From an optimization exercise on the open Yosys and OpenROAD flow, aimed at small area; shortcuts taken in it are not production practice.
Function was checked by simulation only, so behaviour that the tests miss may differ from the original.
No activity file was given, so power comes from the tool's default toggle rates.

Setup of v6:
// spi_eeprom_slave
module spi_eeprom_slave #(
  parameter int AW      = 7,
  parameter int PAGE_AW = 4
) (
  input  logic clk,
  input  logic rst,
  input  logic sck,
  input  logic csn,
  input  logic mosi,
  output logic miso,
  output logic miso_oe,
  output logic wel
);
  localparam int NL = 64;    
  localparam int LW = 16;    
  typedef enum logic [3:0] {
    IDLE   = 4'd15,
    CMD    = 4'd0,
    ADDR_R = 4'd2,
    ADDR_W = 4'd3,
    WR0    = 4'd6,    
    WR1    = 4'd7,    
    IGN    = 4'd1,
    IGN_S  = 4'd5,    
    IGN_C  = 4'd9,    
    RD     = 4'd8,
    ST     = 4'd12
  } state_t;
  logic [2:0]      sck_q;
  logic [1:0]      csn_q;
  logic [1:0]      mosi_q;
  state_t          state_q;
  logic [2:0]      bit_cnt_q;
  logic [6:0]      shift_q;
  logic [AW-1:0]   addr_q;
  logic            miso_q;
  logic            wel_q;
  logic [3:0]      phase_q;
  logic            fill_q;
  logic            wv_q;
  logic [7:0]      wbuf_q;
  logic            near_q;
  logic [LW-1:0]   loop_q [NL];
  logic            sck_rise;
  logic            sck_fall;
  logic            csn_s;
  logic            mosi_s;
  logic            last_bit;
  logic [7:0]      rx_byte;
  logic            out_state;
  logic            byte_done;
  logic [3:0]      enter;
  logic            wbit;
  logic            wr_half;
  logic            wr_on;
  ...
Size: roughly 1,700 cells after synthesis, ~1,100 flip-flops, about 0.026 sq mm of cells after synthesis.
==> flow/config.mk <==
export PLATFORM = sky130hd
export DESIGN_NAME = spi_eeprom_slave
export DESIGN_NICKNAME = spi_eeprom_slave
export VERILOG_FILES = /design/flow/design.v
export SDC_FILE = /design/flow/constraint.sdc
export NUM_CORES = 4
export LEC_CHECK = 0
export CAP_MARGIN = 20
export CORE_MARGIN = 2
export CORE_UTILIZATION = 40
export CTS_BUF_LIST = sky130_fd_sc_hd__clkbuf_16
export CTS_CLUSTER_DIAMETER = 80
export CTS_CLUSTER_SIZE = 30
export SLEW_MARGIN = 20
export SYNTH_HIERARCHICAL = 1
export SYNTH_MINIMUM_KEEP_SIZE = 0
==> flow/constraint.sdc <==
create_clock -name core_clock -period 8.0 [get_ports {clk}]
set_input_delay 1.6000 -clock core_clock [delete_from_list [all_inputs] [get_ports {clk}]]
set_output_delay 1.6000 -clock core_clock [all_outputs]
set_load 0.01 [all_outputs]
run.sh (not shown) runs the stock make flow with config.mk's settings and CLKGATE_MAP_FILE= SYNTH_SCRIPT=/design/flow/synth_recipe.tcl, a recipe that flattens the netlist after the stock synthesis.
The inputs of v7 differ from those of v6 as listed below.
--- a/flow/design.v
+++ b/flow/design.v
@@ -9,29 +9,29 @@
   input  logic csn,
   input  logic mosi,
   output logic miso,
   output logic miso_oe,
   output logic wel
 );
   localparam int NL = 64;    
   localparam int LW = 16;    
   typedef enum logic [3:0] {
-    IDLE   = 4'd15,
-    CMD    = 4'd0,
+    IDLE   = 4'd0,
+    CMD    = 4'd1,
     ADDR_R = 4'd2,
     ADDR_W = 4'd3,
-    WR0    = 4'd6,    
-    WR1    = 4'd7,    
-    IGN    = 4'd1,
-    IGN_S  = 4'd5,    
-    IGN_C  = 4'd9,    
-    RD     = 4'd8,
-    ST     = 4'd12
+    WR0    = 4'd4,    
+    WR1    = 4'd5,    
+    IGN    = 4'd6,
+    IGN_S  = 4'd7,    
+    IGN_C  = 4'd8,    
+    RD     = 4'd12,
+    ST     = 4'd13
   } state_t;
   logic [2:0]      sck_q;
   logic [1:0]      csn_q;
   logic [1:0]      mosi_q;
   state_t          state_q;
   logic [2:0]      bit_cnt_q;
   logic [6:0]      shift_q;
   logic [AW-1:0]   addr_q;
   logic            miso_q;
@@ -229,36 +229,35 @@
 );
   assign y = ~&a;
 endmodule
 module spi_eeprom_nand2 (
   input  logic [1:0] a,
   output logic       y
 );
   assign y = ~&a;
 endmodule
-module spi_eeprom_nand3 (
+module spi_eeprom_nor3 (
   input  logic [2:0] a,
   output logic       y
 );
-  assign y = ~&a;
+  assign y = ~|a;
 endmodule
 module spi_eeprom_col (
   input  logic [63:0] d,
   input  logic [63:0] sel,
   output logic        y
 );
   logic [21:0] g;    
   logic [5:0]  h;    
-  logic [2:0]  k;    
+  logic [1:0]  k;    
   for (genvar i = 0; i < 21; i++) begin : g_aoi
     spi_eeprom_aoi222 u (.d(d[3*i +: 3]), .s(sel[3*i +: 3]), .y(g[i]));
   end
   spi_eeprom_nand2b u_last (.d(d[63]), .s(sel[63]), .y(g[21]));
   for (genvar i = 0; i < 5; i++) begin : g_n4
     spi_eeprom_nand4 u (.a(g[4*i +: 4]), .y(h[i]));
   end
   spi_eeprom_nand2 u_n2 (.a(g[21:20]), .y(h[5]));
-  for (genvar i = 0; i < 3; i++) begin : g_o2
-    spi_eeprom_nor2 u (.a(h[2*i]), .b(h[2*i+1]), .y(k[i]));
-  end
-  spi_eeprom_nand3 u_out (.a(k), .y(y));
-endmodule
+  spi_eeprom_nor3 u_o0 (.a(h[2:0]), .y(k[0]));
+  spi_eeprom_nor3 u_o1 (.a(h[5:3]), .y(k[1]));
+  spi_eeprom_nand2 u_out (.a(k), .y(y));
+endmodule
[summary]
Having completed the whole flow, v7 delivered a layout that passed the timing, design-rule and antenna checks.
No stage failed in v6, and the final checks on the layout all came back clean.
All-layer global routing usage: v7 vs v6 up 0.27 points
Die: v7 bigger than v6
In the final reports, the cell area of v7 is larger than that of v6.
Of v7 and v6, the run reporting the lower minimum clock period after layout was v6.
Between v7 and v6, the difference in share of synthesized area spent on multiplexers is negligible.
In the flow results for v7 and v6, the sum of internal, switching and leakage power is smaller on v7.
[compare] base=v6 new=v7: met3 track demand over resource in global routing lower, total placed cells including tap cells increased 0.85%, sequential share of layout area now sits lower, final worst hold slack climbed 0.011 ns.
In v7, portion of total power attributed to the clock network is lower than in v6.

==> separate check: timing with driven ports <==
Ports are ideal in the flow. The routed layouts listed here were re-timed in OpenROAD.
Step 1: set_driving_cell puts a clkbuf_16 on clk and a buf_2 on each other input, an assumption about the parent block.
Step 2 times the ports against the registers' clock, not the clock port: input delays grow and output delays shrink by t, the midpoint of the rising clock arrivals with the driver on.
Three values: ideal, step 1, step 2; two values: the first two.
run | t (ns) | setup WS [ns] | latest minus earliest clock arrival (ns) | worst register clock-pin slew, ns
v6 | 0.655 | 2.925 / 2.925 / 2.925 | 0.044 / 0.045 | 0.11 / 0.11
v7 | 0.656 | 2.395 / 2.395 / 2.395 | 0.028 / 0.028 | 0.11 / 0.11
After both steps setup and hold are still met in every run listed.
